From an optimization exercise on the open Yosys and OpenROAD flow, aimed at small area, a short achievable clock period and few clock cycles per item; shortcuts taken in it are not production practice.
Function was checked by simulation only, so behaviour that the tests miss may differ from the original.

File: standard.sh
#!/bin/bash
# synth_recipe.tcl (not shown) runs the flow's synth.tcl, then flattens the netlist and writes it again
# the make line also repeats each setting of config.mk as NAME=value (left out here)
make -C /OpenROAD-flow-scripts/flow DESIGN_CONFIG=/design/flow/config.mk WORK_HOME=/design/flow/orfs CLKGATE_MAP_FILE= SYNTH_SCRIPT=/design/flow/synth_recipe.tcl "${@:-finish}"
File: constraint.sdc
create_clock -name core_clock -period 11.0 [get_ports {clk}]
set_input_delay 2.2000 -clock core_clock [delete_from_list [all_inputs] [get_ports {clk}]]
set_output_delay 2.2000 -clock core_clock [all_outputs]
set_load 0.01 [all_outputs]
File: config.mk
export PLATFORM = sky130hd
export DESIGN_NAME = ycbcr420_to_rgb_flip_core
export DESIGN_NICKNAME = ycbcr420_to_rgb_flip_core
export VERILOG_FILES = /design/flow/design.v
export SDC_FILE = /design/flow/constraint.sdc
export NUM_CORES = 4
export LEC_CHECK = 0
export CAP_MARGIN = 20
export CORE_MARGIN = 2
export CORE_UTILIZATION = 40
export CTS_BUF_LIST = sky130_fd_sc_hd__clkbuf_8
export CTS_CLUSTER_DIAMETER = 100
export CTS_CLUSTER_SIZE = 12
export PLACE_DENSITY = 0.75
export SLEW_MARGIN = 20
File: design.v
package ycrgb_pkg;
	localparam logic [9:0]  RST_COL_MAX = 10'd159;   
	localparam logic [9:0]  RST_ROW_MAX = 10'd119;   
	localparam logic [12:0] RST_ROW_STRIDE = 13'd960;
endpackage
module ycrgb_chroma
(
	input  logic [7:0] cb,    
	input  logic [7:0] cr,    
	output logic [9:0] kr,
	output logic [8:0] kg,
	output logic [9:0] kb
);
	logic signed [5:0] kb_c;    
	always_comb begin
		if ($signed(cb) >= 8'sd117) begin
			kb_c = -6'sd17;
		end else if ($signed(cb) >= 8'sd59) begin
			kb_c = -6'sd18;
		end else if ($signed(cb) >= 8'sd0) begin
			kb_c = -6'sd19;
		end else if ($signed(cb) >= -8'sd58) begin
			kb_c = -6'sd20;
		end else if ($signed(cb) >= -8'sd116) begin
			kb_c = -6'sd21;
		end else begin
			kb_c = -6'sd22;
		end
	end
	assign kb = {cb[7], cb, 1'b0} + {{4{kb_c[5]}}, kb_c};
	localparam logic [191:0] KR_TA = {12'd3741, 12'd3535, 12'd3332, 12'd3127, 12'd2924, 12'd2718, 12'd2515, 12'd2310, 12'd1278, 12'd1074, 12'd870, 12'd665, 12'd461, 12'd257, 12'd53, 12'd3944};
	localparam logic [191:0] KR_TB = {12'd191, 12'd178, 12'd164, 12'd153, 12'd139, 12'd127, 12'd114, 12'd101, 12'd89, 12'd75, 12'd63, 12'd50, 12'd38, 12'd25, 12'd11, 12'd0};
	logic [11:0] kr_ta;
	logic [11:0] kr_tb;
	logic [11:0] kr_s;
	assign kr_ta = KR_TA[12 * cr[7:4] +: 12];
	assign kr_tb = KR_TB[12 * cr[3:0] +: 12];
	assign kr_s  = kr_ta + kr_tb;
	assign kr = {kr_s[11], kr_s[11:3]};
	wire gw1 = ~cb[6] ^ cb[3];
	wire gw2 = ~cb[6] & cb[3];
	wire gw3 = cb[7] ^ cb[4];
	wire gw4 = cb[7] & cb[4];
	wire gw5 = cb[5] ^ ~cb[3];
	wire gw6 = cb[5] & ~cb[3];
	wire gw7 = ~cb[4] ^ ~cb[2];
	wire gw8 = ~cb[4] & ~cb[2];
	wire gw9 = ~cb[5] ^ ~cb[3] ^ ~cb[0];
	wire gw10 = (~cb[5] & ~cb[3]) | (~cb[5] & ~cb[0]) | (~cb[3] & ~cb[0]);
	wire gw11 = cr[5] ^ ~cr[1];
	wire gw12 = cr[5] & ~cr[1];
	wire gw13 = ~cb[6] ^ ~cb[4] ^ ~cb[1];
	wire gw14 = (~cb[6] & ~cb[4]) | (~cb[6] & ~cb[1]) | (~cb[4] & ~cb[1]);
	wire gw15 = cr[6] ^ ~cr[2];
	wire gw16 = cr[6] & ~cr[2];
	wire gw17 = cb[7] ^ ~cb[5] ^ ~cb[2];
	wire gw18 = (cb[7] & ~cb[5]) | (cb[7] & ~cb[2]) | (~cb[5] & ~cb[2]);
	wire gw19 = ~cr[7] ^ ~cr[3];
	wire gw20 = ~cr[7] & ~cr[3];
	wire gw21 = ~cb[6] ^ ~cb[3] ^ ~cr[4];
	wire gw22 = (~cb[6] & ~cb[3]) | (~cb[6] & ~cr[4]) | (~cb[3] & ~cr[4]);
	wire gw23 = cb[7] ^ ~cb[4] ^ ~cb[0];
	wire gw24 = (cb[7] & ~cb[4]) | (cb[7] & ~cb[0]) | (~cb[4] & ~cb[0]);
	wire gw25 = ~cb[5] ^ ~cb[1];
	wire gw26 = ~cb[5] & ~cb[1];
	wire gw27 = ~cb[6] ^ ~cb[2] ^ cr[7];
	wire gw28 = (~cb[6] & ~cb[2]) | (~cb[6] & cr[7]) | (~cb[2] & cr[7]);
	wire gw29 = cb[7] ^ ~cb[3];
	wire gw30 = cb[7] & ~cb[3];
	wire gw31 = ~cb[4] ^ cb[1] ^ ~cr[2];
	wire gw32 = (~cb[4] & cb[1]) | (~cb[4] & ~cr[2]) | (cb[1] & ~cr[2]);
	wire gw33 = ~cb[5] ^ cb[2] ^ ~cb[0];
	wire gw34 = (~cb[5] & cb[2]) | (~cb[5] & ~cb[0]) | (cb[2] & ~cb[0]);
	wire gw35 = ~cb[1] ^ ~cr[4] ^ cr[2];
	wire gw36 = (~cb[1] & ~cr[4]) | (~cb[1] & cr[2]) | (~cr[4] & cr[2]);
	wire gw37 = ~cr[0] ^ 1'b1;
	wire gw38 = ~cr[0] & 1'b1;
	wire gw39 = ~cb[2] ^ ~cr[5] ^ cr[3];
	wire gw40 = (~cb[2] & ~cr[5]) | (~cb[2] & cr[3]) | (~cr[5] & cr[3]);
	wire gw41 = ~cr[1] ^ gw3 ^ gw2;
	wire gw42 = (~cr[1] & gw3) | (~cr[1] & gw2) | (gw3 & gw2);
	wire gw43 = ~cr[6] ^ cr[4] ^ ~cr[2];
	wire gw44 = (~cr[6] & cr[4]) | (~cr[6] & ~cr[2]) | (cr[4] & ~cr[2]);
	wire gw45 = 1'b1 ^ gw5 ^ gw4;
	wire gw46 = (1'b1 & gw5) | (1'b1 & gw4) | (gw5 & gw4);
	wire gw47 = cb[6] ^ ~cb[4] ^ cr[7];
	wire gw48 = (cb[6] & ~cb[4]) | (cb[6] & cr[7]) | (~cb[4] & cr[7]);
	wire gw49 = cr[5] ^ ~cr[3] ^ gw6;
	wire gw50 = (cr[5] & ~cr[3]) | (cr[5] & gw6) | (~cr[3] & gw6);
	wire gw51 = ~cb[7] ^ ~cb[5] ^ cr[6];
	wire gw52 = (~cb[7] & ~cb[5]) | (~cb[7] & cr[6]) | (~cb[5] & cr[6]);
	wire gw53 = ~cr[4] ^ 1'b1;
	wire gw54 = ~cr[4] & 1'b1;
	wire gw55 = ~cb[6] ^ ~cr[7] ^ ~cr[5];
	wire gw56 = (~cb[6] & ~cr[7]) | (~cb[6] & ~cr[5]) | (~cr[7] & ~cr[5]);
	wire gw57 = ~cb[2] ^ ~cb[0];
	wire gw58 = ~cb[2] & ~cb[0];
	wire gw59 = ~cb[3] ^ ~cb[1];
	wire gw60 = ~cb[3] & ~cb[1];
	wire gw61 = cr[4] ^ ~cr[0] ^ 1'b1;
	wire gw62 = (cr[4] & ~cr[0]) | (cr[4] & 1'b1) | (~cr[0] & 1'b1);
	wire gw63 = 1'b1 ^ gw9 ^ gw11;
	wire gw64 = (1'b1 & gw9) | (1'b1 & gw11) | (gw9 & gw11);
	wire gw65 = gw13 ^ gw15 ^ gw10;
	wire gw66 = (gw13 & gw15) | (gw13 & gw10) | (gw15 & gw10);
	wire gw67 = gw17 ^ gw19 ^ gw14;
	wire gw68 = (gw17 & gw19) | (gw17 & gw14) | (gw19 & gw14);
	wire gw69 = 1'b1 ^ gw21 ^ gw18;
	wire gw70 = (1'b1 & gw21) | (1'b1 & gw18) | (gw21 & gw18);
	wire gw71 = ~cr[5] ^ 1'b1 ^ gw23;
	wire gw72 = (~cr[5] & 1'b1) | (~cr[5] & gw23) | (1'b1 & gw23);
	wire gw73 = ~cr[6] ^ 1'b1 ^ gw25;
	wire gw74 = (~cr[6] & 1'b1) | (~cr[6] & gw25) | (1'b1 & gw25);
	wire gw75 = ~cr[0] ^ 1'b1 ^ gw27;
	wire gw76 = (~cr[0] & 1'b1) | (~cr[0] & gw27) | (1'b1 & gw27);
	wire gw77 = cb[0] ^ ~cr[1] ^ gw29;
	wire gw78 = (cb[0] & ~cr[1]) | (cb[0] & gw29) | (~cr[1] & gw29);
	wire gw79 = cr[0] ^ 1'b1 ^ gw31;
	wire gw80 = (cr[0] & 1'b1) | (cr[0] & gw31) | (1'b1 & gw31);
	wire gw81 = ~cr[3] ^ cr[1] ^ gw33;
	wire gw82 = (~cr[3] & cr[1]) | (~cr[3] & gw33) | (cr[1] & gw33);
	wire gw83 = gw1 ^ gw35 ^ gw37;
	wire gw84 = (gw1 & gw35) | (gw1 & gw37) | (gw35 & gw37);
	wire gw85 = gw39 ^ gw41 ^ gw36;
	wire gw86 = (gw39 & gw41) | (gw39 & gw36) | (gw41 & gw36);
	wire gw87 = gw43 ^ gw45 ^ gw40;
	wire gw88 = (gw43 & gw45) | (gw43 & gw40) | (gw45 & gw40);
	wire gw89 = gw47 ^ gw49 ^ gw44;
	wire gw90 = (gw47 & gw49) | (gw47 & gw44) | (gw49 & gw44);
	wire gw91 = gw51 ^ gw53 ^ gw48;
	wire gw92 = (gw51 & gw53) | (gw51 & gw48) | (gw53 & gw48);
	wire gw93 = 1'b1 ^ gw55 ^ gw52;
	wire gw94 = (1'b1 & gw55) | (1'b1 & gw52) | (gw55 & gw52);
	wire gw95 = cb[7] ^ ~cr[6] ^ 1'b1;
	wire gw96 = (cb[7] & ~cr[6]) | (cb[7] & 1'b1) | (~cr[6] & 1'b1);
	wire gw97 = cr[2] ^ 1'b1;
	wire gw98 = cr[2] & 1'b1;
	wire gw99 = cr[3] ^ gw59 ^ gw58;
	wire gw100 = (cr[3] & gw59) | (cr[3] & gw58) | (gw59 & gw58);
	wire gw101 = gw7 ^ gw61 ^ gw60;
	wire gw102 = (gw7 & gw61) | (gw7 & gw60) | (gw61 & gw60);
	wire gw103 = gw8 ^ gw63 ^ gw62;
	wire gw104 = (gw8 & gw63) | (gw8 & gw62) | (gw63 & gw62);
	wire gw105 = gw12 ^ gw65 ^ gw64;
	wire gw106 = (gw12 & gw65) | (gw12 & gw64) | (gw65 & gw64);
	wire gw107 = gw16 ^ gw67 ^ gw66;
	wire gw108 = (gw16 & gw67) | (gw16 & gw66) | (gw67 & gw66);
	wire gw109 = gw20 ^ gw69 ^ gw68;
	wire gw110 = (gw20 & gw69) | (gw20 & gw68) | (gw69 & gw68);
	wire gw111 = gw22 ^ gw71 ^ gw70;
	wire gw112 = (gw22 & gw71) | (gw22 & gw70) | (gw71 & gw70);
	wire gw113 = gw24 ^ gw73 ^ gw72;
	wire gw114 = (gw24 & gw73) | (gw24 & gw72) | (gw73 & gw72);
	wire gw115 = gw26 ^ gw75 ^ gw74;
	wire gw116 = (gw26 & gw75) | (gw26 & gw74) | (gw75 & gw74);
	wire gw117 = gw28 ^ gw77 ^ gw76;
	wire gw118 = (gw28 & gw77) | (gw28 & gw76) | (gw77 & gw76);
	wire gw119 = gw30 ^ gw79 ^ gw78;
	wire gw120 = (gw30 & gw79) | (gw30 & gw78) | (gw79 & gw78);
	wire gw121 = gw32 ^ gw81 ^ gw80;
	wire gw122 = (gw32 & gw81) | (gw32 & gw80) | (gw81 & gw80);
	wire gw123 = gw34 ^ gw83 ^ gw82;
	wire gw124 = (gw34 & gw83) | (gw34 & gw82) | (gw83 & gw82);
	wire gw125 = gw38 ^ gw85 ^ gw84;
	wire gw126 = (gw38 & gw85) | (gw38 & gw84) | (gw85 & gw84);
	wire gw127 = gw42 ^ gw87 ^ gw86;
	wire gw128 = (gw42 & gw87) | (gw42 & gw86) | (gw87 & gw86);
	wire gw129 = gw46 ^ gw89 ^ gw88;
	wire gw130 = (gw46 & gw89) | (gw46 & gw88) | (gw89 & gw88);
	wire gw131 = gw50 ^ gw91 ^ gw90;
	wire gw132 = (gw50 & gw91) | (gw50 & gw90) | (gw91 & gw90);
	wire gw133 = gw54 ^ gw93 ^ gw92;
	wire gw134 = (gw54 & gw93) | (gw54 & gw92) | (gw93 & gw92);
	wire gw135 = gw56 ^ gw95 ^ gw94;
	wire gw136 = (gw56 & gw95) | (gw56 & gw94) | (gw95 & gw94);
	wire gw137 = cr[7] ^ 1'b1 ^ gw96;
	wire gw138 = (cr[7] & 1'b1) | (cr[7] & gw96) | (1'b1 & gw96);
	wire [23:0] gw139 = {gw138,gw137,gw135,gw133,gw131,gw129,gw127,gw125,gw123,gw121,gw119,gw117,gw115,gw113,gw111,gw109,gw107,gw105,gw103,gw101,gw99,gw57,1'b0,1'b0};
	wire [23:0] gw140 = {1'b0,gw136,gw134,gw132,gw130,gw128,gw126,gw124,gw122,gw120,gw118,gw116,gw114,gw112,gw110,gw108,gw106,gw104,gw102,gw100,gw98,gw97,1'b0,1'b0};
	wire [23:0] gw141 = gw139 + gw140;
	assign kg = {gw141[23],gw141[22],gw141[21],gw141[20],gw141[19],gw141[18],gw141[17],gw141[16],gw141[15]};
endmodule
module ycrgb_luma
(
	input  logic [7:0] luma,
	output logic [8:0] yy
);
	wire w1 = luma[4] ^ luma[2];
	wire w2 = luma[4] & luma[2];
	wire w3 = luma[5] ^ luma[3] ^ luma[1];
	wire w4 = (luma[5] & luma[3]) | (luma[5] & luma[1]) | (luma[3] & luma[1]);
	wire w5 = luma[6] ^ luma[4];
	wire w6 = luma[6] & luma[4];
	wire w7 = luma[7] ^ luma[5] ^ luma[3];
	wire w8 = (luma[7] & luma[5]) | (luma[7] & luma[3]) | (luma[5] & luma[3]);
	wire w9 = luma[6] ^ luma[4];
	wire w10 = luma[6] & luma[4];
	wire w11 = luma[7] ^ luma[5];
	wire w12 = luma[7] & luma[5];
	wire w13 = luma[7] ^ luma[2];
	wire w14 = luma[7] & luma[2];
	wire w15 = luma[3] ^ luma[1];
	wire w16 = luma[3] & luma[1];
	wire w17 = luma[0] ^ 1'b1 ^ w1;
	wire w18 = (luma[0] & 1'b1) | (luma[0] & w1) | (1'b1 & w1);
	wire w19 = 1'b1 ^ w3 ^ w2;
	wire w20 = (1'b1 & w3) | (1'b1 & w2) | (w3 & w2);
	wire w21 = luma[2] ^ w5 ^ w4;
	wire w22 = (luma[2] & w5) | (luma[2] & w4) | (w5 & w4);
	wire w23 = luma[0] ^ w7 ^ w6;
	wire w24 = (luma[0] & w7) | (luma[0] & w6) | (w7 & w6);
	wire w25 = luma[1] ^ w9 ^ w8;
	wire w26 = (luma[1] & w9) | (luma[1] & w8) | (w9 & w8);
	wire w27 = luma[2] ^ w11 ^ w10;
	wire w28 = (luma[2] & w11) | (luma[2] & w10) | (w11 & w10);
	wire w29 = luma[6] ^ luma[3] ^ w12;
	wire w30 = (luma[6] & luma[3]) | (luma[6] & w12) | (luma[3] & w12);
	wire w31 = luma[7] ^ luma[4];
	wire w32 = luma[7] & luma[4];
	wire [20:0] w33 = {1'b0,luma[7],luma[6],luma[5],w31,w29,w27,w25,w23,w21,w19,w17,w15,luma[0],luma[6],luma[5],1'b0,1'b0,1'b0,1'b0,1'b0};
	wire [20:0] w34 = {1'b0,1'b0,1'b0,w32,w30,w28,w26,w24,w22,w20,w18,w16,w14,w13,luma[1],luma[0],1'b0,1'b0,1'b0,1'b0,1'b0};
	wire [20:0] w35 = w33 + w34;
	assign yy = {w35[20],w35[19],w35[18],w35[17],w35[16],w35[15],w35[14],w35[13],w35[12]};
endmodule
module ycbcr420_to_rgb_flip_core
#(
	parameter int MAX_WIDTH  = 2048,
	parameter int MAX_HEIGHT = 2048
) (
	input  logic        clk,
	input  logic        arst_n,
	input  logic        wr_en,
	input  logic [1:0]  wr_index,
	input  logic [12:0] wr_data,
	input  logic        s_tvalid,
	output logic        s_tready,
	input  logic [47:0] s_tdata,
	output logic        m_tvalid,
	input  logic        m_tready,
	output logic [71:0] m_tdata,
	output logic        m_tlast,
	output logic        m_tuser
);
	function automatic logic [7:0] sat8(input logic signed [10:0] v);
		if (v[10]) begin
			sat8 = 8'd0;
		end else if (v[9] | v[8]) begin
			sat8 = 8'd255;
		end else begin
			sat8 = v[7:0];
		end
	endfunction
	logic        ph;        
	logic        v1;
	logic        v2;
	logic        ld2;
	logic        r2_free;
	logic        ov;
	logic        olast;     
	logic        addr_ok;
	logic        adv;       
	logic        r1_free;
	logic        ld1;
	logic        ld1_in;    
	logic        ld_lo;
	logic        acc;
	logic        skid_v;    
	logic [7:0]  sk_a;
	logic [7:0]  sk_b;
	assign adv      = v2 && (!ov || m_tready) && addr_ok;
	assign r2_free  = !v2 || adv;
	assign ld2      = v1 && r2_free;
	assign r1_free  = !v1 || ld2;
	assign ld1      = r1_free && (skid_v || s_tvalid);
	assign ld1_in   = r1_free && !skid_v && s_tvalid;
	assign ld_lo    = adv && !olast;
	assign s_tready = ph && !skid_v;
	assign acc      = s_tvalid && s_tready;
	always_ff @(posedge clk or negedge arst_n) begin
		if (!arst_n) begin
			ph     <= 1'b0;
			skid_v <= 1'b0;
			v1     <= 1'b0;
			v2     <= 1'b0;
			ov     <= 1'b0;
			olast  <= 1'b1;
		end else begin
			if (ld1_in || acc) begin
				ph <= !ph;
			end
			if (acc && !r1_free) begin
				skid_v <= 1'b1;
			end else if (r1_free) begin
				skid_v <= 1'b0;
			end
			if (r1_free) begin
				v1 <= skid_v || s_tvalid;
			end
			if (r2_free) begin
				v2 <= v1;
			end
			if (adv) begin
				ov    <= 1'b1;
				olast <= !olast;
			end else if (m_tready) begin
				ov    <= 1'b0;
			end
		end
	end
	always_ff @(posedge clk) begin
		if (acc && !r1_free) begin
			sk_a <= s_tdata[23:16];
			sk_b <= s_tdata[31:24];
		end
	end
	logic [7:0] ya_q;
	logic [7:0] yb_q;
	logic [7:0] cb_q;
	logic [7:0] cr_q;
	always_ff @(posedge clk) begin
		if (ld1) begin
			ya_q <= skid_v ? sk_a : (ph ? s_tdata[23:16] : s_tdata[7:0]);
			yb_q <= skid_v ? sk_b : (ph ? s_tdata[31:24] : s_tdata[15:8]);
		end
		if (ld1_in) begin
			cb_q <= s_tdata[39:32];
			cr_q <= s_tdata[47:40];
		end
	end
	logic [8:0]        yy_a;
	logic [8:0]        yy_b;
	logic signed [9:0] kr;
	logic signed [8:0] kg;
	logic signed [9:0] kb;
	ycrgb_luma u_luma_a (.luma(ya_q), .yy(yy_a));
	ycrgb_luma u_luma_b (.luma(yb_q), .yy(yy_b));
	ycrgb_chroma u_chroma (
		.cb (cb_q ^ 8'h80),
		.cr (cr_q ^ 8'h80),
		.kr (kr),
		.kg (kg),
		.kb (kb)
	);
	logic [8:0]        yy_a_q;
	logic [8:0]        yy_b_q;
	logic signed [9:0] kr_q;
	logic signed [8:0] kg_q;
	logic signed [9:0] kb_q;
	always_ff @(posedge clk) begin
		if (ld2) begin
			yy_a_q <= yy_a;
			yy_b_q <= yy_b;
			kr_q   <= kr;
			kg_q   <= kg;
			kb_q   <= kb;
		end
	end
	function automatic logic [10:0] add11(input logic [10:0] a, input logic [10:0] b);
		logic c;
		c = 1'b0;
		for (int i = 0; i < 11; i++) begin
			add11[i] = a[i] ^ b[i] ^ c;
			c        = (a[i] & b[i]) | (c & (a[i] ^ b[i]));
		end
	endfunction
	logic [9:0]  cm;        
	logic [9:0]  rm;        
	logic [12:0] stride;
	logic [9:0]  col;       
	logic [9:0]  row;       
	logic        lc_q;      
	logic        lr_q;      
	logic        lr_q2;
	logic        wr_q;      
	logic        clamp;
	logic        lc_adv;
	logic        lr_adv;
	logic [23:0] base;      
	logic        bvalid;
	logic        bstart;
	logic [3:0]  bcnt;
	logic        kbit_q;
	logic        st_q;
	logic [9:0]  wr_max;
	logic [9:0]  col_n;
	logic [9:0]  row_n;
	logic [9:0]  kmul;
	logic [15:0] kmul_x;
	logic [23:0] badd_a;
	logic [23:0] badd_b;
	logic [23:0] badd;
	logic        row_step;
	logic        wr_geo;
	function automatic logic ge10(input logic [9:0] a, input logic [9:0] b);
		logic c;
		c = 1'b1;
		for (int i = 0; i < 10; i++) begin
			c = (a[i] & ~b[i]) | ((a[i] | ~b[i]) & c);
		end
		ge10 = c;
	endfunction
	function automatic logic [9:0] inc10(input logic [9:0] a);
		logic c;
		c = 1'b1;
		for (int i = 0; i < 10; i++) begin
			inc10[i] = a[i] ^ c;
			c        = a[i] & c;
		end
	endfunction
	logic [9:0] col_p1;
	logic [9:0] row_p1;
	assign col_p1 = inc10(col);
	assign row_p1 = inc10(row);
	always_comb begin
		if (wr_data[10:0] == 11'd0) begin
			wr_max = 10'd0;
		end else if (wr_data[10]) begin
			wr_max = 10'd1023;
		end else begin
			wr_max = wr_data[9:0] - 10'd1;
		end
	end
	assign wr_geo = wr_en && (wr_index != 2'd3);
	always_ff @(posedge clk or negedge arst_n) begin
		if (!arst_n) begin
			cm     <= ycrgb_pkg::RST_COL_MAX;
			rm     <= ycrgb_pkg::RST_ROW_MAX;
			stride <= ycrgb_pkg::RST_ROW_STRIDE;
		end else if (wr_en) begin
			case (wr_index)
				2'd0: cm     <= wr_max;
				2'd1: rm     <= wr_max;
				2'd2: stride <= wr_data;
				default: ;
			endcase
		end
	end
	assign row_step = ld_lo && lc_q && !lr_q;
	assign clamp    = !bvalid && !wr_q && !wr_geo;
	assign lc_adv   = lc_q ? (cm == 10'd0) : ge10(col_p1, cm);
	assign lr_adv   = lc_q ? (lr_q ? (rm == 10'd0) : ge10(row_p1, rm)) : lr_q;
	always_comb begin
		col_n = col;
		row_n = row;
		if (ld_lo) begin
			if (lc_q) begin
				col_n = 10'd0;
				row_n = lr_q ? 10'd0 : row_p1;
			end else begin
				col_n = col_p1;
			end
		end else if (clamp) begin
			if (lc_q) begin
				col_n = cm;
			end
			if (lr_q) begin
				row_n = rm;
			end
		end
	end
	always_ff @(posedge clk or negedge arst_n) begin
		if (!arst_n) begin
			col   <= '0;
			row   <= '0;
			lc_q  <= 1'b0;
			lr_q  <= 1'b0;
			lr_q2 <= 1'b0;
			wr_q  <= 1'b0;
		end else begin
			col   <= col_n;
			row   <= row_n;
			if (ld_lo) begin
				lc_q <= lc_adv;
				lr_q <= lr_adv;
			end else begin
				lc_q <= (clamp && lc_q) || ge10(col, cm);
				lr_q <= (clamp && lr_q) || ge10(row, rm);
			end
			lr_q2 <= lr_q;
			wr_q  <= wr_geo;
		end
	end
	assign kmul   = lr_q ? rm : (rm - row);
	assign kmul_x = {6'd0, kmul};
	assign bstart = st_q || wr_q || (lr_q && !lr_q2);
	logic [14:0] badd_lo;
	logic [9:0]  bhi_dec;
	logic [9:0]  bhi_inc;
	assign badd_a  = bvalid ? base : {base[22:0], 1'b0};
	assign badd_b  = bvalid ? ~(24'({stride, 1'b0})) : (kbit_q ? 24'({stride, 1'b0}) : 24'd0);
	assign badd_lo = {1'b0, badd_a[13:0]} + {1'b0, badd_b[13:0]} + 15'(bvalid);
	assign bhi_dec = base[23:14] - 10'd1;
	assign bhi_inc = base[22:13] + 10'd1;
	always_comb begin
		if (bvalid) begin
			badd = {badd_lo[14] ? base[23:14] : bhi_dec, badd_lo[13:0]};
		end else begin
			badd = {badd_lo[14] ? bhi_inc : base[22:13], badd_lo[13:0]};
		end
	end
	always_ff @(posedge clk or negedge arst_n) begin
		if (!arst_n) begin
			bvalid <= 1'b0;
			bcnt   <= 4'd10;
			st_q   <= 1'b1;
		end else begin
			st_q <= 1'b0;
			if (bstart) begin
				bvalid <= 1'b0;
				bcnt   <= 4'd10;
			end else if (!bvalid) begin
				if (bcnt == 4'd0) begin
					bvalid <= 1'b1;
				end
				bcnt <= bcnt - 4'd1;
			end
		end
	end
	always_ff @(posedge clk) begin
		if (bstart) begin
			base   <= '0;
			kbit_q <= 1'b0;
		end else begin
			if (!bvalid || row_step) begin
				base <= badd;
			end
			kbit_q <= kmul_x[bcnt - 4'd1];
		end
	end
	assign addr_ok = olast ? (bvalid || lr_q) : 1'b1;
	logic [47:0] opix;
	logic [23:0] ooff;
	logic        ouser;
	logic [23:0] up_off;
	logic [23:0] bsel;
	logic [13:0] up_lo;
	logic [13:0] lo_lo;
	logic [10:0] bsel_inc;
	logic [10:0] ooff_inc;
	logic [23:0] lo_off;
	assign bsel     = lr_q ? 24'd0 : base;
	assign up_lo    = {1'b0, bsel[12:0]} + 14'({col, 2'b00}) + 14'({col, 1'b0});
	assign bsel_inc = bsel[23:13] + 11'd1;
	assign up_off   = {up_lo[13] ? bsel_inc : bsel[23:13], up_lo[12:0]};
	assign lo_lo    = {1'b0, ooff[12:0]} + {1'b0, stride};
	assign ooff_inc = ooff[23:13] + 11'd1;
	assign lo_off   = {lo_lo[13] ? ooff_inc : ooff[23:13], lo_lo[12:0]};
	always_ff @(posedge clk) begin
		if (adv) begin
			opix[7:0]   <= sat8(add11(11'(yy_a_q), 11'(kr_q)));
			opix[15:8]  <= sat8(add11(11'(yy_a_q), 11'(kg_q)));
			opix[23:16] <= sat8(add11(11'(yy_a_q), 11'(kb_q)));
			opix[31:24] <= sat8(add11(11'(yy_b_q), 11'(kr_q)));
			opix[39:32] <= sat8(add11(11'(yy_b_q), 11'(kg_q)));
			opix[47:40] <= sat8(add11(11'(yy_b_q), 11'(kb_q)));
			ooff        <= olast ? up_off : lo_off;
			ouser       <= !olast && lc_q && lr_q;
		end
	end
	assign m_tvalid = ov;
	assign m_tlast  = olast;
	assign m_tuser  = ouser;
	assign m_tdata  = {ooff, opix};
endmodule
File: flow/run.sh
#!/bin/bash
# The standard layout, with repair_timing aiming below the clock period
# (setup margin) so the critical paths are sized and buffered, and the port
# buffers made from the smallest buffer cell (repair sizes them up as needed).
set -euo pipefail
bash standard.sh SETUP_SLACK_MARGIN=6.9 "BUFFER_PORTS_ARGS=-buffer_cell sky130_fd_sc_hd__buf_1" finish > make.log 2>&1
==> flow_summary.ini, run 1 <==
[logic_synthesis]
synthArstFlopShare_pct = 26.4
synth_largest_area_cell = edfxtp_1
synth_fp_nets = 2350
synth_area_per_cell_um2 = 10.2
synth_adder_area_share_pct = 25.1
synthXorXnorAreaFrac_pct = 5.04
ys_warn_count = 2
synth.area.mux_share_pct = 4.28
yosys.area_share.simple_pct = 11.2
yosysSeqAreaShare_pct = 36.4
yosysMostFrequentCell = inv_1
synth_top_family_by_area = adder cells
synth_edf_count = 167
syn_inst = 1963
syn_area_mm2 = 0.0200
synth_top_area_share_pct = 25.1
synth_compound_area_share_pct = 12.5
ys_ff_latch = 261
synthTopCellsByArea = edfxtp_1 25%, ha_1 12%, fa_1 12%
synth_commonest_cells = 231 x inv_1, 199 x ha_1, 171 x nor2_1
synthFlopType = edfxtp_1
yosysUniqueCellTypes = 74

[global_route]
grt_use_total_pct = 18.8
grt_max_degree = 70
first_global_vias = 14600
grt_antenna_before_repair = 1
grt_pass1_wl_um = 76600
overflow = 0

[placement]
post_dp_cell_area_mm2 = 0.0212
dp.final_hpwl_um = 37600
gp_congestion = 0.936
pre_cts_slack_ns = 6.03
port_buffers = 143

[critical_path]
crit_start = cb_q[3]$_DFFE_PP_
start_kind = flip-flop
end_kind = flip-flop
path_class = reg2reg
worst_r2r_startpoint = cb_q[3]$_DFFE_PP_
required_ns = 11.39
ff2ff_setup_slack_ns = 6.82
crit_arrival_ns = 4.56
critPathMaxFanout = 4

[clock_network]
cts_sinks = 261
clkSlewWorstSetupHoldPaths_ns = 0.10
cts_tree = done
h-tree-depth = 1
ctsHoldBuffers = 0
clockBufferDepth = 3
numCtsBuffers = 26
cts_root_buffer = clkbuf_8
clkLatencyLatePin_ns = 0.63

[timing]
setup_viol = 0
setup_slack_ns = 6.82
hold_ws_ns = 0.458
slew_headroom_pct = 28.2
worst_slew_pin_slew_ns = 1.08
hold_viol = 0
timing.setup.tns_ns = 0
rsz0062_at_grt = yes
period_needed_ns = 4.18
slew_viol_final = 0
skew_ns = 0.0523
period_share_pct = 38.0
max_freq_mhz = 240

[min_path]
hp-start = v1$_DFFE_PN0P_
hp-class = reg2reg

[routing]
dr.pass1.iters = 6
drt_iter0_markers = 1147
vias = 14900
wirelength_um = 49300
wl_per_cell_um = 17.6
via_per_inst = 5.33
drcViolationCount = 0
ant_nets = 0

[floorplan]
fp.dieH_um = 228
dieArea_mm2 = 0.0518
die_x_um = 228
coreArea_mm2 = 0.0492
start_util_pct = 40.7
io_pins = 144
rows = 81

[final_layout]
synthToLayoutAreaGrowth_pct = 11.3
final_area_mm2 = 0.0222
drive_gt1_share_pct = 10.6
layout.nets = 2499

[run_status]
status = no timing/DRC/antenna violations

[run]
cap_violations = 0
[stage by stage]
stage	cells	utilization (%)
final	2797	45.2
after global routing	2796	45.2
after CTS	2786	44.5
after detailed placement	2716	43.2
after global placement	2715	43.2
after floorplan	1963	-
[layout by cell type (no fill, tap or decap), drive strengths merged, types with 34 or more instances in the layout]
cell type,n
a21oi,99
buf,187
dfrtp,49
edfxtp,167
fa,120
ha,199
inv,250
mux2,40
mux2i,36
nand2,125
nand3,34
nor2,171
nor3,43
o21ai,94
xnor2,76
xor2,39
[flip-flops by register name (all words and copies together) (netlist names), 4 cells and up]
signal / flops
bcnt: 4
cb_q: 8
stride: 13
yy_a_q: 9
yy_b_q: 9
yb_q: 8
cr_q: 8
kb_q: 10
cm: 10
row: 10
kr_q: 9
base: 24
ya_q: 8
kg_q: 9
col: 10
opix: 48
sk_b: 8
rm: 10
sk_a: 8
ooff: 24
[worst max-delay path, stage by stage (launching register included)]
cell and delay, ns:
edfxtp_1 0.48, buf_6 0.18, ha_4 0.15, fa_1 0.50
inv_1 0.05, fa_1 0.48, fa_1 0.57, inv_2 0.05
ha_4 0.28, nand3_4 0.08, a211oi_2 0.22, o21ai_2 0.11
a21boi_2 0.25, o31ai_4 0.11, buf_4 0.15, a21oi_4 0.17
xnor2_2 0.09
[cell families (layout without fill, tap and decap cells)]
logic type / after synthesis / after routing
other cells: 1 / 2
mux: 78 / 78
flops: 261 / 261
xor+xnor: 115 / 115
compound gates: 394 / 394
simple gates: 486 / 486
fa+ha+maj: 330 / 330
buf+inv: 298 / 467
[routing by layer]
| layer | share of wire, % | GRT usage [%] |
|---|---|---|
| met5 | 0 | 0 |
| met1 | 43 | 24.3 |
| met3 | 5.5 | 2.75 |
| met4 | 3.0 | 5.19 |
| met2 | 49 | 32.7 |
[repair_timing]
| item | in CTS | in global routing |
|---|---|---|
| buffers inserted | 22 | 10 |
| resized for setup | 22 | 64 |
| setup endpoints to repair | 19 | 46 |
| pin swaps | 6 | 23 |
[layout make-up]
type                       count  area [µm²]
tap                          664         831
timing repair buffer         188         886
antenna                        1        2.50
inverter                     231         876
sequential                   261        7270
clock buffer                  26         358
clock inverter                22        96.3
fill                        4593       26900
multi-input combinational   1404       11900
[path summary, 6_finish.rpt]
kind                                          end  depth (start not counted)
worst max-delay path            kg_q[8]$_DFFE_PP_                         16
worst min-delay path               v2$_DFFE_PN0P_                          1
worst max register to register  kg_q[8]$_DFFE_PP_                         16
worst min register to register     v2$_DFFE_PN0P_                          1
max in group asynchronous          ph$_DFFE_PN0P_                          2
min in group asynchronous          ov$_DFFE_PN0P_                          2
Testbench counts, summed over its fixed seeds: cycles 19,304, items 9,600.
==> run 2, diff against run 1 <==
--- a/config.mk
+++ b/config.mk
@@ -13,3 +13,2 @@
 export CTS_CLUSTER_SIZE = 12
-export PLACE_DENSITY = 0.75
 export SLEW_MARGIN = 20
==> run 2 against run 1 <==
Still clean. Synthesized area unchanged. Synthesized cell count unchanged. Setup slack better by 0.053 ns. Global-route usage is 0.48 points higher. Design area shrank 0.46%. Largest cell class unchanged.
==> flow_summary.ini, run 2 <==
[clock_network]
cts_sinks = 261
clkSlewWorstSetupHoldPaths_ns = 0.10
clkLatencyLatePin_ns = 0.64
clockBufferDepth = 3
h-tree-depth = 1
numCtsBuffers = 26
cts_tree = done
cts_root_buffer = clkbuf_8

[timing]
slew_headroom_pct = 33.2
slew_viol_final = 0
rsz0062_at_grt = yes
setup_viol = 0
max_freq_mhz = 243
timing.setup.tns_ns = 0
worst_slew_pin_slew_ns = 1.00
hold_ws_ns = 0.494
setup_slack_ns = 6.88
period_needed_ns = 4.12
period_share_pct = 37.5
hold_viol = 0
skew_ns = 0.0528

[logic_synthesis]
syn_inst = 1963
yosysSeqAreaShare_pct = 36.4
syn_area_mm2 = 0.0200
synth_largest_area_cell = edfxtp_1
ys_ff_latch = 261
synth_commonest_cells = 231 x inv_1, 199 x ha_1, 171 x nor2_1
synthArstFlopShare_pct = 26.4
synth_top_area_share_pct = 25.1
synth_area_per_cell_um2 = 10.2
yosysMostFrequentCell = inv_1
synthFlopType = edfxtp_1
synth_fp_nets = 2350
yosysUniqueCellTypes = 74
synthTopCellsByArea = edfxtp_1 25%, ha_1 12%, fa_1 12%
ys_warn_count = 2
synth_edf_count = 167

[global_route]
met2_usage_pct = 33.2
grt_most_used_layer = met2
grt_max_degree = 70
met3_usage_pct = 2.98
use_met1_pct = 25.7
grt_pass1_wl_um = 77900
first_global_vias = 14400
grt_use_total_pct = 19.3
grt_antenna_before_repair = 0
overflow = 0

[final_layout]
largest_reg_flops = 48
top_register = opix
largestRegisters = opix: 48 flops, base: 24 flops, ooff: 24 flops
antenna_cells = 0
drive_gt1_share_pct = 9.46
synthToLayoutAreaGrowth_pct = 10.7
final_common_cell = inv_1
final_cell_mix = 239 x inv_1, 194 x ha_1, 168 x nor2_1, 167 x edfxtp_1, 142 x buf_1
layout.nets = 2502
fin_cells = 2799

[critical_path]
cp_cell_sequence = buf_6 > ha_4 > fa_1 > inv_1 > fa_1 > fa_1 > inv_2 > ha_4 > a21o_1 > a21oi_2 > o21a_1 > a21boi_2 > o31ai_4 > nand2b_1 > buf_4 > xor2_1
worst_r2r_startpoint = cb_q[3]$_DFFE_PP_
critPathMaxFanout = 4
required_ns = 11.35
crit_arrival_ns = 4.47
max_stage_delay_ns = 0.53
path_class = reg2reg
crit_start = cb_q[3]$_DFFE_PP_
slowest_stage = fa_1
start_kind = flip-flop
crit_top_cell = fa_1
end_kind = flip-flop

[min_path]
hp-start = base[6]$_SDFFE_PP0P_
hp-class = reg2reg

[placement]
dp.cells = 2716
gp_congestion = 0.876
dp.final_hpwl_um = 37500
port_buffers = 143
pre_cts_slack_ns = 6.16

[floorplan]
rows = 81
io_pins = 144
dieArea_mm2 = 0.0518
start_util_pct = 40.7
coreArea_mm2 = 0.0492
fp.dieH_um = 228
die_x_um = 228

[routing]
dr.pass1.iters = 5
vias = 14700
drt_iter0_markers = 910
wirelength_um = 49700
ant_nets = 0
drcViolationCount = 0
via_per_inst = 5.24
wl_per_cell_um = 17.7

[run_status]
status = no timing/DRC/antenna violations

[run]
cap_violations = 0
[run 2: cell count changes in the layout (fill, tap and decap cells not counted), sizes merged]
cell / delta
buf: +3
clkbuf: +1
clkinvlp: -1
diode: -1
[run 2: path summary, 6_finish.rpt]
kind                                          endpoint  slack (ns)  depth (start not counted)
worst min-delay path              base[6]$_SDFFE_PP0P_        0.49                          2
max in group asynchronous             bvalid$_DFF_PN0_        8.47                          2
worst min register to register    base[6]$_SDFFE_PP0P_        0.49                          2
worst max-delay path                 kg_q[6]$_DFFE_PP_        6.88                         16
min in group asynchronous       stride[10]$_DFFE_PN0P_        1.83                          2
worst max register to register       kg_q[6]$_DFFE_PP_        6.88                         16
[run 2: cells by family (layout without fill, tap and decap cells)]
logic type | count (synthesis) | in the layout | synth area share, %
buf+inv | 298 | 470 | 5.60
other cells | 1 | 1 | 0.0188
mux | 78 | 78 | 4.28
simple gates | 486 | 486 | 11.2
compound gates | 394 | 394 | 12.5
flops | 261 | 261 | 36.4
xor+xnor | 115 | 115 | 5.04
fa+ha+maj | 330 | 330 | 25.1
[run 2: repair_timing]
item	4_1_cts	5_1_grt
gates resized for setup	14	35
pin swaps	5	8
setup endpoints to repair	9	33
hold buffers	0	0
setup buffers	21	14
[run 2: worst max-delay path, delay by kind of cell (launching register included)]
family                     cells  cell delay [ns]
and+or+nand+nor                1             0.13
xor gates and xnor gates       1             0.13
DFF                            1             0.51
buffers and inverters          4             0.43
AOI/OAI and AO/OA              5             0.85
adders and majority gates      5             1.83
[run 2: stage by stage]
stage	instance area, µm²	utilization (%)
final	22100	45.0
after detailed placement	21200	43.2
after CTS	21900	44.5
after global placement	21200	43.2
after global routing	22100	45.0
after floorplan	20000	-
[run 2: routing by layer]
metal | wire length, µm | up-vias | share of wire (%)
met5 | 0 | - | 0
met4 | 903 | 0 | 1.8
met3 | 2370 | 64 | 4.8
met2 | 24100 | 314 | 49
met1 | 22200 | 7157 | 45
li1 | - | 7118 | -
[run 2: area by class of cell]
class,instances,area (µm²)
multi-input combinational,1404,11800
inverter,231,876
clock inverter,21,92.6
clock buffer,27,372
fill,4696,27000
tap,664,831
sequential,261,7270
timing repair buffer,191,912
==> run 3, diff against run 2 <==
--- a/design.v
+++ b/design.v
@@ -509,3 +509,3 @@
 				bvalid <= 1'b0;
-				bcnt   <= 4'd10;
+				bcnt   <= (rm[9:5] == 5'd0) ? 4'd5 : 4'd10;
 			end else if (!bvalid) begin
==> run 3 against run 2 <==
Final cell count is 1.3% higher. Core utilization is 0.11 points higher. Clock skew is 0.027 ns lower. Routed wire length is 3.6% higher. Highest routed layer unchanged.
==> flow_summary.ini, run 3 <==
[clock_network]
cts_root_buffer = clkbuf_8
clkSlewWorstSetupHoldPaths_ns = 0.10
numCtsBuffers = 26
cts_sinks = 261
cts_tree = done
clockBufferDepth = 3
h-tree-depth = 1
clkLatencyLatePin_ns = 0.62

[global_route]
grt_antenna_before_repair = 0
first_global_vias = 14800
grt_max_degree = 70
grt_use_total_pct = 19.4
overflow = 0
grt_pass1_wl_um = 80900

[floorplan]
start_util_pct = 40.3
io_pins = 144
die_x_um = 228
dieArea_mm2 = 0.0519
fp.dieH_um = 228
coreArea_mm2 = 0.0498
rows = 82

[critical_path]
worst_r2r_startpoint = cb_q[3]$_DFFE_PP_
critPathMaxFanout = 4
end_kind = flip-flop
crit_family = adder cells
path_class = reg2reg
path_depth = 15
crit_buf_inv = 4
r2r_end = kg_q[8]$_DFFE_PP_
crit_arrival_ns = 4.45
slowest_stage = fa_1
crit_path_end = kg_q[8]$_DFFE_PP_
crit_top_cell = fa_1
max_stage_delay_ns = 0.58
rr_worst_depth = 15
ff2ff_setup_slack_ns = 6.90
start_kind = flip-flop
required_ns = 11.36
crit_start = cb_q[3]$_DFFE_PP_
cp_cell_sequence = clkinvlp_4 > buf_4 > ha_4 > inv_1 > fa_1 > fa_1 > fa_1 > inv_1 > ha_4 > nand2_1 > or3_4 > o21bai_4 > o31a_1 > a21oi_2 > xor2_1

[min_path]
hp-class = reg2reg

[timing]
period_needed_ns = 4.10
rsz0062_at_grt = yes
hold_ws_ns = 0.488
slew_headroom_pct = 32.2
worst_slew_pin_slew_ns = 1.02
max_freq_mhz = 244
hold_viol = 0
setup_viol = 0
period_share_pct = 37.2
skew_ns = 0.0258
slew_viol_final = 0
setup_slack_ns = 6.90
timing.setup.tns_ns = 0

[final_layout]
antenna_cells = 0
n_fill_cell = 4718
top_register = opix
final_cell_mix = 239 x inv_1, 184 x ha_1, 167 x edfxtp_1, 156 x nor2_1, 142 x buf_1
synthToLayoutAreaGrowth_pct = 12.2
drive_gt1_share_pct = 10.5
fin_cells = 2834
largestRegisters = opix: 48 flops, base: 24 flops, ooff: 24 flops
layout.nets = 2530
largest_reg_flops = 48
final_common_cell = inv_1

[routing]
wl_per_cell_um = 18.2
via_per_inst = 5.30
drt_iter0_markers = 927
vias = 15000
drcViolationCount = 0
route.met2.wl_um = 25100
top_layer = met4
ant_nets = 0
wirelength_um = 51500
wl_met1_um = 22800
dr.pass1.iters = 7
route.met3.wl_um = 2590

[placement]
port_buffers = 143
gp_congestion = 0.855
dp.cells = 2740
dp.final_hpwl_um = 38400
pre_cts_slack_ns = 6.18

[logic_synthesis]
yosysUniqueCellTypes = 75
yosysMostFrequentCell = inv_1
synth_top_area_share_pct = 25.0
synth_fp_nets = 2364
synth_commonest_cells = 233 x inv_1, 199 x ha_1, 167 x edfxtp_1
synthArstFlopShare_pct = 26.4
ys_warn_count = 2
yosysSeqAreaShare_pct = 36.3
synthTopCellsByArea = edfxtp_1 25%, ha_1 12%, fa_1 12%
syn_area_mm2 = 0.0200
syn_inst = 1977
synthFlopType = edfxtp_1
synth_edf_count = 167
synth_area_per_cell_um2 = 10.1
synth_largest_area_cell = edfxtp_1
ys_ff_latch = 261

[run]
cap_violations = 0

[run_status]
status = no timing/DRC/antenna violations
[run 3: cell count changes after synthesis, sizes merged, moves of 9 or more]
| cell | previous run | this run |
|---|---|---|
| mux2 | 40 | 28 |
| nand2 | 125 | 140 |
| xnor2 | 76 | 60 |
| a21o | 25 | 34 |
| nor3 | 43 | 29 |
| nor2 | 171 | 161 |
| a21oi | 99 | 121 |
| o21ai | 94 | 104 |
| xor2 | 39 | 50 |
[run 3: stage by stage]
step	utilization, %	cell area, µm²
6_report	45.2	22500
5_1_grt	45.2	22500
4_1_cts	44.0	21900
3_5_place_dp	42.8	21300
3_3_place_gp	42.8	21300
2_1_floorplan	-	20000
[run 3: how the worst min path moves through the flow]
| stage | from | to | depth (start not counted) |
|---|---|---|---|
| after floorplan | lr_q$_DFFE_PN0P_ | lr_q2$_DFF_PN0_ | 0 |
| after global placement | v1$_DFFE_PN0P_ | v2$_DFFE_PN0P_ | 1 |
| after detailed placement | v1$_DFFE_PN0P_ | v2$_DFFE_PN0P_ | 1 |
| after CTS | v1$_DFFE_PN0P_ | v2$_DFFE_PN0P_ | 1 |
| after global routing | v1$_DFFE_PN0P_ | v2$_DFFE_PN0P_ | 1 |
| final | base[9]$_SDFFE_PN0P_ | base[9]$_SDFFE_PN0P_ | 2 |
[run 3: area by class of cell]
cell class / count / area (µm²) / area share, %
Clock buffer: 27 / 372 / 1.65
Timing Repair inverter: 1 / 5.00 / 0.0223
Multi-Input combinational cell: 1416 / 12000 / 53.3
Timing Repair Buffer: 202 / 1000 / 4.47
Tap cell: 672 / 841 / 3.74
Clock inverter: 20 / 85.1 / 0.379
Sequential cell: 261 / 7270 / 32.4
Inverter: 235 / 907 / 4.04
[run 3: layer usage]
metal  vias to the layer above  track usage [%]
li1                       7244                -
met1                      7356             26.0
met2                       372             33.7
met3                        59             2.86
met4                         0             3.62
met5                         -                0
[run 3: what timing repair did]
item	4_1_cts	5_1_grt
endpoints found under the setup margin	19	49
pin swaps	1	26
hold buffers	0	0
gates cloned	0	1
setup buffers	19	27
gates resized for setup	11	70
[run 3: logic make-up (layout without fill, tap and decap cells)]
kind of cell | count (synthesis) | after routing | synth area share, %
mux | 62 | 62 | 3.52
buf+inv | 300 | 485 | 5.63
compound gates | 437 | 437 | 13.8
xor+xnor | 110 | 110 | 4.81
simple gates | 475 | 475 | 10.9
fa+ha+maj | 331 | 331 | 25.1
other cells | 1 | 1 | 0.0187
flops | 261 | 261 | 36.3
[run 3: worst register-to-register path, stage by stage (launching register included)]
cell and delay (ns):
edfxtp_1 0.51, clkinvlp_4 0.12, buf_4 0.15, ha_4 0.13
inv_1 0.05, fa_1 0.58, fa_1 0.46, fa_1 0.53
inv_1 0.06, ha_4 0.28, nand2_1 0.07, or3_4 0.35
o21bai_4 0.15, o31a_1 0.20, a21oi_2 0.07, xor2_1 0.14
Testbench counts of run 3, summed over its fixed seeds: cycles 19,264, items 9,600.
==> run 4, diff against run 3 <==
--- a/design.v
+++ b/design.v
@@ -509,3 +509,3 @@
 				bvalid <= 1'b0;
-				bcnt   <= (rm[9:5] == 5'd0) ? 4'd5 : 4'd10;
+				bcnt   <= 4'd10;
 			end else if (!bvalid) begin
--- a/config.mk
+++ b/config.mk
@@ -11,4 +11,4 @@
 export CTS_BUF_LIST = sky130_fd_sc_hd__clkbuf_8
-export CTS_CLUSTER_DIAMETER = 100
-export CTS_CLUSTER_SIZE = 12
+export CTS_CLUSTER_DIAMETER = 80
+export CTS_CLUSTER_SIZE = 14
 export SLEW_MARGIN = 20
==> run 4 against run 3 <==
Sequential share of layout area increased by 0.50 points. Flip-flop and latch count unchanged. Setup slack improved by 0.047 ns. Largest cell class unchanged.
==> flow_summary.ini, run 4 <==
[logic_synthesis]
synth_area_per_cell_um2 = 10.2
ys_ff_latch = 261
synth_fp_nets = 2350
synth_largest_area_cell = edfxtp_1
yosysMostFrequentCell = inv_1
syn_inst = 1963
yosysSeqAreaShare_pct = 36.4
synth_commonest_cells = 231 x inv_1, 199 x ha_1, 171 x nor2_1
synthTopCellsByArea = edfxtp_1 25%, ha_1 12%, fa_1 12%
synthArstFlopShare_pct = 26.4
synth_edf_count = 167
syn_area_mm2 = 0.0200
ys_warn_count = 2
synth_top_area_share_pct = 25.1
yosysUniqueCellTypes = 74
synthFlopType = edfxtp_1

[routing]
drcViolationCount = 0
top_layer = met4
route.met2.wl_um = 24200
wl_per_cell_um = 17.7
ant_nets = 0
wl_met1_um = 22200
route.met3.wl_um = 2360
vias = 14600
wirelength_um = 49500
dr.pass1.iters = 5
via_per_inst = 5.24
drt_iter0_markers = 851

[run]
cap_violations = 0

[critical_path]
slowest_stage = edfxtp_1
end_kind = flip-flop
crit_family = adder cells
crit_top_cell = fa_1
cp_cell_sequence = ha_1 > fa_1 > fa_1 > fa_1 > fa_1 > inv_1 > fa_1 > fa_1 > fa_1 > fa_1 > a31oi_1
start_kind = flip-flop
critPathMaxFanout = 4
crit_arrival_ns = 4.42
path_class = reg2reg
crit_buf_inv = 1
max_stage_delay_ns = 0.50
required_ns = 11.37

[timing]
setup_viol = 0
hold_viol = 0
period_share_pct = 36.8
max_freq_mhz = 247
skew_ns = 0.0487
timing.setup.tns_ns = 0
slew_headroom_pct = 32.4
hold_ws_ns = 0.482
worst_slew_pin_slew_ns = 1.01
rsz0062_at_grt = yes
slew_viol_final = 0
period_needed_ns = 4.05

[global_route]
first_global_vias = 14400
grt_max_degree = 70
overflow = 0
grt_use_total_pct = 19.2
grt_antenna_before_repair = 0
grt_pass1_wl_um = 77700

[clock_network]
cts_root_buffer = clkbuf_8
clockBufferDepth = 3
ctsHoldBuffers = 0
cts_tree = done
h-tree-depth = 1
cts_sinks = 261
clkLatencyLatePin_ns = 0.63
numCtsBuffers = 26
clkSlewWorstSetupHoldPaths_ns = 0.10

[final_layout]
seqCellArea_mm2 = 0.00727
multi_input_area_mm2 = 0.0117
top_register = opix
largestRegisters = opix: 48 flops, base: 24 flops, ooff: 24 flops
drive_gt1_share_pct = 9.03
final_cell_mix = 233 x inv_1, 195 x ha_1, 167 x nor2_1, 167 x edfxtp_1, 142 x buf_1
antenna_cells = 0
n_fill_cell = 4700
layout.nets = 2494
fin_cells = 2791
final_common_cell = inv_1
largest_reg_flops = 48
final_area_mm2 = 0.0221
synthToLayoutAreaGrowth_pct = 10.6

[placement]
dp.cells = 2716
post_dp_cell_area_mm2 = 0.0212
gp_congestion = 0.876
dp.final_hpwl_um = 37500
port_buffers = 143

[run_status]
status = no timing/DRC/antenna violations

[floorplan]
die_x_um = 228
start_util_pct = 40.7
io_pins = 144
fp.dieH_um = 228
dieArea_mm2 = 0.0518
rows = 81
coreArea_mm2 = 0.0492

[min_path]
hp-class = reg2reg
[run 4: changes by cell type after synthesis, sizes merged, moves of 9 or more]
cell	previous run	this run
a21o	34	25
a21oi	121	99
mux2	28	40
nand2	140	125
nor2	161	171
nor3	29	43
o21ai	104	94
xnor2	60	76
xor2	50	39
[run 4: worst register-to-register path: cells and delay by family, from the launching register on]
family                   cells  cell delay, ns
adder cells (fa/ha/maj)      9            2.84
flip-flops                   1            0.50
AO/OA/AOI/OAI                1            0.37
buffers and inverters        1            0.07
[run 4: final cells by class]
class                   instances  share of cell area, %
clock buffers                  27                   1.68
inverters                     231                   3.94
flip-flops and latches        261                   32.9
well taps                     664                   3.76
repair buffers                183                   3.85
clock inverters                21                  0.843
multi-input cells            1404                   53.1
[run 4: logic make-up after synthesis]
logic type | share of synthesized area (%)
multiplexers | 4.28
flip-flops | 36.4
AO/OA/AOI/OAI | 12.5
AND/OR/NAND/NOR | 11.2
adder cells (fa/ha/maj) | 25.1
buffers and inverters | 5.60
other | 0.0188
XOR/XNOR | 5.04
[run 4: timing repair]
item / in CTS / in global routing
endpoints found under the hold margin: 0 / 0
endpoints found under the setup margin: 9 / 33
resized for setup: 14 / 22
pin swaps: 4 / 5
setup buffers: 21 / 6
[run 4: worst paths after layout]
kind | endpoint | startpoint | depth (start not counted) | slack, ns
worst max-delay path | opix[21]$_SDFFCE_PP0P_ | yy_a_q[0]$_DFFE_PP_ | 11 | 6.95
worst min-delay path | v2$_DFFE_PN0P_ | v1$_DFFE_PN0P_ | 1 | 0.48
worst max register to register | opix[21]$_SDFFCE_PP0P_ | yy_a_q[0]$_DFFE_PP_ | 11 | 6.95
worst min register to register | v2$_DFFE_PN0P_ | v1$_DFFE_PN0P_ | 1 | 0.48
max in group asynchronous | row[7]$_DFFE_PN0P_ | arst_n | 2 | 8.47
min in group asynchronous | stride[10]$_DFFE_PN0P_ | arst_n | 2 | 1.83
[run 4: metrics by stage]
| step | setup slack (ns) | utilization (%) |
|---|---|---|
| CTS | 6.91 | 44.7 |
| global route | 6.80 | 45.0 |
| floorplan | 6.76 | - |
| detailed placement | 6.16 | 43.2 |
| finish | 6.95 | 45.0 |
| global placement | 6.20 | 43.2 |
[run 4: layer usage]
metal	up-vias	GRT usage (%)
li1	7101	-
met1	7162	25.5
met2	308	33.1
met3	50	3.12
met4	0	3.73
met5	-	0
Testbench counts of run 4, summed over its fixed seeds: cycles 19,304, items 9,600.
==> run 5, diff against run 4 <==
--- a/design.v
+++ b/design.v
@@ -509,3 +509,3 @@
 				bvalid <= 1'b0;
-				bcnt   <= 4'd10;
+				bcnt   <= (rm[9:5] == 5'd0) ? 4'd5 : 4'd10;
 			end else if (!bvalid) begin
==> run 5 against run 4 <==
Still clean on timing, DRC and antenna. Flip-flop and latch count is the same. Register-to-register slack better by 0.06 ns. Design area rose by 0.96%. Setup slack improved by 0.056 ns. Sequential share of layout area is 0.30 points lower. Clock skew is 0.022 ns lower. Core utilization down 0.12 points. Count of clock-buffer cells in the layout down 2. Hold slack improved by 0.0040 ns. Final cell count is 1.0% higher. Global-route usage rose by 0.26 points.
==> flow_summary.ini, run 5 <==
[timing]
period_share_pct = 36.3
rsz0062_at_grt = yes
setup_viol = 0
hold_viol = 0
skew_ns = 0.0262
max_freq_mhz = 250
worst_slew_pin_slew_ns = 1.04
slew_headroom_pct = 30.3
period_needed_ns = 3.99
slew_viol_final = 0
setup_slack_ns = 7.01
timing.setup.tns_ns = 0

[clock_network]
h-tree-depth = 1
clkLatencyLatePin_ns = 0.60
cts_tree = done
cts_sinks = 261
clkSlewWorstSetupHoldPaths_ns = 0.09
cts_root_buffer = clkbuf_8
numCtsBuffers = 24
clockBufferDepth = 3
ctsHoldBuffers = 0

[global_route]
grt_pass1_wl_um = 80600
overflow = 0
first_global_vias = 14800
grt_antenna_before_repair = 1
grt_max_degree = 70
grt_use_total_pct = 19.4

[logic_synthesis]
ys_warn_count = 2
syn_inst = 1977
yosysUniqueCellTypes = 75
synth_top_area_share_pct = 25.0
synth_largest_area_cell = edfxtp_1
synth_fp_nets = 2364
synthFlopType = edfxtp_1
synth_commonest_cells = 233 x inv_1, 199 x ha_1, 167 x edfxtp_1
synthArstFlopShare_pct = 26.4
synthTopCellsByArea = edfxtp_1 25%, ha_1 12%, fa_1 12%
ys_ff_latch = 261
yosysMostFrequentCell = inv_1
syn_area_mm2 = 0.0200
synth_edf_count = 167
yosysSeqAreaShare_pct = 36.3
synth_area_per_cell_um2 = 10.1

[placement]
port_buffers = 143
dp.final_hpwl_um = 38400
pre_cts_slack_ns = 6.18
gp_congestion = 0.855

[run]
cap_violations = 0

[floorplan]
fp.dieH_um = 228
start_util_pct = 40.3
coreArea_mm2 = 0.0498
dieArea_mm2 = 0.0519
rows = 82
io_pins = 144
die_x_um = 228

[critical_path]
required_ns = 11.39
path_class = reg2reg
crit_arrival_ns = 4.39
start_kind = flip-flop
critPathMaxFanout = 4
end_kind = flip-flop

[final_layout]
fin_util_pct = 44.9
final_cell_mix = 234 x inv_1, 190 x ha_1, 167 x edfxtp_1, 157 x nor2_1, 142 x buf_1
layout.nets = 2517
drive_gt1_share_pct = 9.68
largestRegisters = opix: 48 flops, base: 24 flops, ooff: 24 flops
antenna_cells = 0
top_register = opix
synthToLayoutAreaGrowth_pct = 11.5
n_fill_cell = 4733
largest_reg_flops = 48
final_common_cell = inv_1

[routing]
via_per_inst = 5.29
wirelength_um = 51200
drcViolationCount = 0
ant_nets = 0
vias = 14900
wl_per_cell_um = 18.2
drt_iter0_markers = 838
dr.pass1.iters = 5

[run_status]
status = no timing/DRC/antenna violations

[min_path]
hp-class = reg2reg
## run 5: cell types whose count changed in the layout (fill, tap and decap cells not counted), sizes merged, moves of 5 or more
cell / before / now
nand2: 125 / 140
o311ai: 2 / 7
a311oi: 1 / 6
xnor2: 76 / 60
or2: 6 / 1
nor2: 171 / 161
mux2: 40 / 28
a21oi: 99 / 121
a21o: 25 / 34
o21ai: 94 / 104
mux2i: 36 / 30
xor2: 39 / 50
buf: 182 / 190
nor3: 43 / 29
## run 5: final cells by class
class	instances	area [µm²]	share of cell area, %
timing repair buffer	191	932	4.17
clock inverter	19	138	0.616
clock buffer	25	344	1.54
tap	672	841	3.77
multi-input combinational	1416	11900	53.3
sequential	261	7270	32.6
timing repair inverter	1	5.00	0.0224
inverter	235	901	4.03
## run 5: final timing paths
check,startpoint,end,slack [ns],depth (start not counted)
setup / recovery,yy_b_q[0]$_DFFE_PP_,opix[30]$_SDFFCE_PP0P_,7.01,11
hold / removal,base[9]$_SDFFE_PN0P_,base[9]$_SDFFE_PN0P_,0.49,2
setup reg to reg,yy_b_q[0]$_DFFE_PP_,opix[30]$_SDFFCE_PP0P_,7.01,11
hold reg to reg,base[9]$_SDFFE_PN0P_,base[9]$_SDFFE_PN0P_,0.49,2
max in group asynchronous,arst_n,row[2]$_DFFE_PN0P_,8.49,2
min in group asynchronous,arst_n,stride[2]$_DFFE_PN0P_,1.87,2
## run 5: critical path: stages (launching register included)
cell,delay [ns]
edfxtp_1,0.51
ha_1,0.26
fa_1,0.38
fa_1,0.39
fa_1,0.38
fa_1,0.39
inv_1,0.09
fa_1,0.19
fa_1,0.18
fa_1,0.19
fa_1,0.52
a31oi_2,0.30
## run 5: layer usage
| metal | GRT usage [%] | share of wire [%] |
|---|---|---|
| met2 | 33.5 | 49 |
| met3 | 2.95 | 5.5 |
| met5 | 0 | 0 |
| met4 | 4.28 | 2.1 |
| met1 | 25.8 | 44 |
## run 5: through the flow
step                      instances  cell area (µm²)  hold slack, ns
final                          2820            22300           0.486
after global routing           2820            22300           0.505
after CTS                      2807            22000           0.484
after detailed placement       2740            21300           0.460
after global placement         2740            21300           0.446
after floorplan                1977            20000           0.352
## run 5: kinds of logic (layout without fill, tap and decap cells)
family	count (synthesis)	in the layout	share of synthesized area, %
fa+ha+maj	331	331	25.1
compound gates	437	437	13.8
buf+inv	300	471	5.63
flops	261	261	36.3
xor+xnor	110	110	4.81
mux	62	62	3.52
other cells	1	1	0.0187
simple gates	475	475	10.9
## run 5: what timing repair did
item,CTS,global route
cloned,0,1
setup buffers,23,12
endpoints found under the setup margin,19,61
gates resized for setup,12,58
pin swaps,3,16
Testbench counts of run 5, summed over its fixed seeds: cycles 19,264, items 9,600.

## what the ideal ports hide
The results above use ideal ports. As a check the final layouts listed here were re-extracted and re-timed, cells and wires unchanged.
Step 1, drivers: a clkbuf_16 drives clk and a buf_2 each remaining input, both assumed.
Step 2 adds t to the input delays and takes it off the output delays; t is the mean of the earliest and latest rising clock arrival at the registers after step 1. Input paths then give back, and output paths get back, about the clock's delay inside the block.
Three values: ideal ports, drivers, drivers and shift; two values: the first two.
run | t (ns) | slack for setup (ns) | worst setup path at the end
run 1 | 0.655 | 6.825 / 6.825 / 6.395 | input to register
run 2 | 0.659 | 6.877 / 6.877 / 6.510 | input to register
run 3 | 0.653 | 6.904 / 6.904 / 6.454 | input to register
run 4 | 0.659 | 6.950 / 6.950 / 6.536 | input to register
run 5 | 0.639 | 7.007 / 7.007 / 6.469 | input to register
After both steps every run listed still meets setup and hold. For run 5, which loses most, drivers alone change the setup slack by 0.000 ns; drivers and shift together by -0.538 ns.
